Background: an optimization exercise with open tools, aiming at small area, a short achievable clock period and few clock cycles per item. Do not read the settings as production practice. Power is estimated from default activity; no workload was simulated.

==> flow/design.v <==
package dfq_pkg;
    localparam int unsigned DATA_W  = 32;
    localparam int unsigned COUNT_W = 5;
    typedef enum logic [1:0] {
        OP_UNIQUE = 2'd0,
        OP_PLAIN  = 2'd1,
        OP_DEQ    = 2'd2,
        OP_CLEAR  = 2'd3
    } t_opcode;
    typedef enum logic [2:0] {
        ST_ENQUEUED  = 3'd0,
        ST_DUPLICATE = 3'd1,
        ST_FULL      = 3'd2,
        ST_EMPTY     = 3'd3,
        ST_DEQUEUED  = 3'd4,
        ST_CLEARED   = 3'd5
    } t_status;
    typedef enum logic [2:0] {
        S_IDLE,
        S_SCAN,
        S_DEQ,
        S_EXEC,
        S_DONE
    } t_state;
    typedef struct packed {
        t_opcode                    opcode;
        logic signed [DATA_W-1:0]   value_in;
    } t_in_req;
    typedef struct packed {
        t_status                    status;
        logic signed [DATA_W-1:0]   value_out;
        logic [COUNT_W-1:0]         count_out;
    } t_out_req;
endpackage
module dedup_fifo_queue #(
    parameter int unsigned QUEUE_DEPTH = 16
) (
    input  logic               i_clk,
    input  logic               i_rst_n,
    input  logic               i_in_valid,
    output logic               o_in_ready,
    input  logic [1:0]         i_in_opcode,
    input  logic [31:0]        i_in_value,
    output logic               o_out_valid,
    input  logic               i_out_ready,
    output logic [2:0]         o_out_status,
    output logic [31:0]        o_out_value,
    output logic [4:0]         o_out_count
);
    localparam int unsigned D  = 16;
    localparam int unsigned DW = dfq_pkg::DATA_W;
    logic          r_valid;
    logic [1:0]    r_op;
    logic [DW-1:0] r_val;
    logic [D-1:0]  r_match;   
    logic          r_eqp;     
    logic          r_lenq;    
    logic          p_valid;
    logic [2:0]    p_status;
    logic          o_valid;
    logic [2:0]    o_status;
    logic [DW-1:0] o_value;
    logic [4:0]    o_count;
    logic [DW-1:0] mem [D];
    logic [D-1:0]  vld;
    logic [3:0]    head, tail;
    logic [4:0]    count;
    logic          ready;
    assign ready      = !p_valid;
    assign o_in_ready = ready;
    logic full, empty, dup, enq_try, enq_ok, deq_ok, is_uniq, is_deq, is_clr;
    logic [3:0]   last_slot;
    logic [D-1:0] match;
    assign last_slot = tail - 4'd1;
    always_comb begin
        for (int i = 0; i < D; i++)
            match[i] = vld[i] && r_match[i] && !(r_lenq && last_slot == 4'(i));
    end
    assign full    = count[4];
    assign empty   = (count == 5'd0);
    assign dup     = (|match) || (r_lenq && r_eqp);
    assign is_uniq = (r_op == 2'd0);
    assign is_deq  = (r_op == 2'd2);
    assign is_clr  = (r_op == 2'd3);
    assign enq_try = !r_op[1];
    assign enq_ok  = enq_try && !full && !(is_uniq && dup);
    assign deq_ok  = is_deq && !empty;
    logic [2:0] r_status;
    logic [4:0] r_count;
    always_comb begin
        if (is_clr)                r_status = 3'd5;
        else if (is_deq)           r_status = empty ? 3'd3 : 3'd4;
        else if (is_uniq && dup)   r_status = 3'd1;
        else if (full)             r_status = 3'd2;
        else                       r_status = 3'd0;
        if (is_clr)                r_count = 5'd0;
        else if (enq_ok)           r_count = count + 5'd1;
        else if (deq_ok)           r_count = count - 5'd1;
        else                       r_count = count;
    end
    logic hazard;
    assign hazard = p_valid && (p_status == 3'd4) && (count == 5'd15);
    logic o_can_load, go;
    assign o_can_load = !o_valid || i_out_ready;
    assign go = r_valid && (p_valid ? (o_can_load && !(hazard && enq_try)) : 1'b1);
    logic wr;
    assign wr = enq_try && !full && !hazard;
    always_ff @(posedge i_clk) begin
        for (int i = 0; i < D; i++) begin
            if (wr && tail == 4'(i)) mem[i] <= r_val;
        end
    end
    always_ff @(posedge i_clk) begin
        if (!i_rst_n) begin
            vld   <= '0;
            head  <= '0;
            tail  <= '0;
            count <= '0;
        end else if (go) begin
            count <= r_count;
            if (is_clr) begin
                vld  <= '0;
                head <= '0;
                tail <= '0;
            end else begin
                if (enq_ok) begin
                    vld[tail] <= 1'b1;
                    tail      <= tail + 4'd1;
                end
                if (deq_ok) begin
                    vld[head] <= 1'b0;
                    head      <= head + 4'd1;
                end
            end
        end
    end
    always_ff @(posedge i_clk) begin
        if (!i_rst_n)   r_valid <= 1'b0;
        else if (ready) r_valid <= i_in_valid;
        else if (go)    r_valid <= 1'b0;
    end
    logic [D-1:0] in_match;
    always_comb begin
        for (int i = 0; i < D; i++) in_match[i] = (mem[i] == i_in_value);
    end
    always_ff @(posedge i_clk) begin
        if (ready) begin
            r_op    <= i_in_opcode;
            r_val   <= i_in_value;
            r_match <= in_match;
            r_eqp   <= (i_in_value == r_val);
            r_lenq  <= go && enq_ok;
        end
    end
    always_ff @(posedge i_clk) begin
        if (!i_rst_n)     p_valid <= 1'b0;
        else if (p_valid) p_valid <= o_can_load ? go : 1'b1;
        else              p_valid <= r_valid && !o_can_load;
    end
    always_ff @(posedge i_clk) begin
        if (!p_valid || o_can_load) p_status <= r_status;
    end
    logic [3:0]    rd_idx;
    logic          rd_en;
    logic [DW-1:0] rd_val;
    assign rd_idx = p_valid ? head - 4'd1 : head;
    assign rd_en  = p_valid ? (p_status == 3'd4) : deq_ok;
    always_comb begin
        rd_val = '0;
        for (int i = 0; i < D; i++) begin
            if (rd_en && rd_idx == 4'(i)) rd_val = rd_val | mem[i];
        end
    end
    always_ff @(posedge i_clk) begin
        if (!i_rst_n)        o_valid <= 1'b0;
        else if (o_can_load) o_valid <= p_valid || r_valid;
    end
    always_ff @(posedge i_clk) begin
        if (o_can_load) begin
            o_status <= p_valid ? p_status : r_status;
            o_count  <= p_valid ? count : r_count;
            o_value  <= rd_val;
        end
    end
    assign o_out_valid  = o_valid;
    assign o_out_status = o_status;
    assign o_out_value  = o_value;
    assign o_out_count  = o_count;
endmodule
make LEC_CHECK=0 ABC_CLOCK_PERIOD_IN_PS=2700 CAP_MARGIN=20 CORE_MARGIN=2 CORE_UTILIZATION=50 PLACE_DENSITY=0.65 SETUP_SLACK_MARGIN=3.3 SLEW_MARGIN=40 finish   # period 6.0 ns
run.sh (not shown) runs the stock make flow with config.mk's settings and CLKGATE_MAP_FILE= SYNTH_SCRIPT=/design/flow/synth_recipe.tcl, a recipe that flattens the netlist after the stock synthesis.
The first run went through all stages and came out clean.
Next try:
--- a/flow/design.v
+++ b/flow/design.v
@@ -64,22 +64,17 @@
     logic [DW-1:0] mem [D];
     logic [D-1:0]  vld;
     logic [3:0]    head, tail;
     logic [4:0]    count;
+    logic          empty_r;   
+    logic [3:0]    rd_ptr;    
     logic          ready;
     assign ready      = !p_valid;
     assign o_in_ready = ready;
     logic full, empty, dup, enq_try, enq_ok, deq_ok, is_uniq, is_deq, is_clr;
-    logic [3:0]   last_slot;
-    logic [D-1:0] match;
-    assign last_slot = tail - 4'd1;
-    always_comb begin
-        for (int i = 0; i < D; i++)
-            match[i] = vld[i] && r_match[i] && !(r_lenq && last_slot == 4'(i));
-    end
     assign full    = count[4];
-    assign empty   = (count == 5'd0);
-    assign dup     = (|match) || (r_lenq && r_eqp);
+    assign empty   = empty_r;
+    assign dup     = (|r_match) || (r_lenq && r_eqp);
     assign is_uniq = (r_op == 2'd0);
     assign is_deq  = (r_op == 2'd2);
     assign is_clr  = (r_op == 2'd3);
     assign enq_try = !r_op[1];
@@ -115,10 +110,12 @@
             vld   <= '0;
             head  <= '0;
             tail  <= '0;
             count <= '0;
+            empty_r <= 1'b1;
         end else if (go) begin
             count <= r_count;
+            empty_r <= (r_count == 5'd0);
             if (is_clr) begin
                 vld  <= '0;
                 head <= '0;
                 tail <= '0;
@@ -138,40 +135,47 @@
         if (!i_rst_n)   r_valid <= 1'b0;
         else if (ready) r_valid <= i_in_valid;
         else if (go)    r_valid <= 1'b0;
     end
-    logic [D-1:0] in_match;
+    logic [D-1:0] in_match, keep;
     always_comb begin
-        for (int i = 0; i < D; i++) in_match[i] = (mem[i] == i_in_value);
+        for (int i = 0; i < D; i++) begin
+            keep[i]     = vld[i] && !(r_valid && (is_clr || (deq_ok && head == 4'(i))));
+            in_match[i] = keep[i] && (mem[i] == i_in_value);
+        end
     end
     always_ff @(posedge i_clk) begin
         if (ready) begin
             r_op    <= i_in_opcode;
             r_val   <= i_in_value;
             r_match <= in_match;
             r_eqp   <= (i_in_value == r_val);
-            r_lenq  <= go && enq_ok;
+            r_lenq  <= r_valid && enq_ok;
         end
     end
+    logic p_next;
     always_ff @(posedge i_clk) begin
-        if (!i_rst_n)     p_valid <= 1'b0;
-        else if (p_valid) p_valid <= o_can_load ? go : 1'b1;
-        else              p_valid <= r_valid && !o_can_load;
+        if (!i_rst_n) p_valid <= 1'b0;
+        else          p_valid <= p_next;
     end
     always_ff @(posedge i_clk) begin
         if (!p_valid || o_can_load) p_status <= r_status;
     end
-    logic [3:0]    rd_idx;
+    always_comb begin
+        if (p_valid) p_next = o_can_load ? go : 1'b1;
+        else         p_next = r_valid && !o_can_load;
+    end
+    always_ff @(posedge i_clk) begin
+        if (!i_rst_n)                rd_ptr <= '0;
+        else if (p_next)             rd_ptr <= go ? head : rd_ptr;
+        else if (go && is_clr)       rd_ptr <= '0;
+        else if (go && deq_ok)       rd_ptr <= head + 4'd1;
+        else                         rd_ptr <= head;
+    end
     logic          rd_en;
     logic [DW-1:0] rd_val;
-    assign rd_idx = p_valid ? head - 4'd1 : head;
     assign rd_en  = p_valid ? (p_status == 3'd4) : deq_ok;
-    always_comb begin
-        rd_val = '0;
-        for (int i = 0; i < D; i++) begin
-            if (rd_en && rd_idx == 4'(i)) rd_val = rd_val | mem[i];
-        end
-    end
+    assign rd_val = mem[rd_ptr] & {DW{rd_en}};
     always_ff @(posedge i_clk) begin
         if (!i_rst_n)        o_valid <= 1'b0;
         else if (o_can_load) o_valid <= p_valid || r_valid;
     end
Effect: Count of clock-buffer cells in the layout came out higher by 5; maximum frequency came out higher by 1.5%; utilization came out lower by 1.2 points; hold slack improves by 0.059 ns; non-clock buffer count came out lower by 16; routed wire length came out higher by 32%; die area came out higher by 2.8%; power came out higher by 6.2%; cell area came out higher by 1.8%; critical path depth came out lower by 5; clock power came out higher by 8.2%; register-to-register slack improves by 0.04 ns; sequential power came out higher by about 0.8%.
No functional check of the RTL was part of any run of this note.

[static timing again, ports no longer ideal]
In the flow no input, the clock included, has a driving cell. The finished layouts below were timed again as built, in two steps. Step 1 assumes that a clkbuf_16 drives the clock port and a buf_2 every other input. Step 2 times the ports against the registers' clock, not the clock port: input delays grow and output delays shrink by t, the midpoint of the rising clock arrivals with the driver on. Three values: ideal, step 1, step 2; two values: the first two.
| run | t (ns) | slack for setup (ns) | hold WS [ns] | slew at the worst register clock pin (ns) |
|---|---|---|---|---|
| the first run | 0.683 | 3.109 / 3.109 / 2.585 | 0.499 / 0.499 / 0.499 | 0.06 / 0.06 |
| the second run | 0.706 | 3.152 / 3.152 / 2.571 | 0.558 / 0.558 / 0.558 | 0.07 / 0.07 |
After both steps setup and hold are still met in every run listed. For the second run, which loses most, drivers alone change the setup slack by 0.000 ns; drivers and shift together by -0.581 ns.
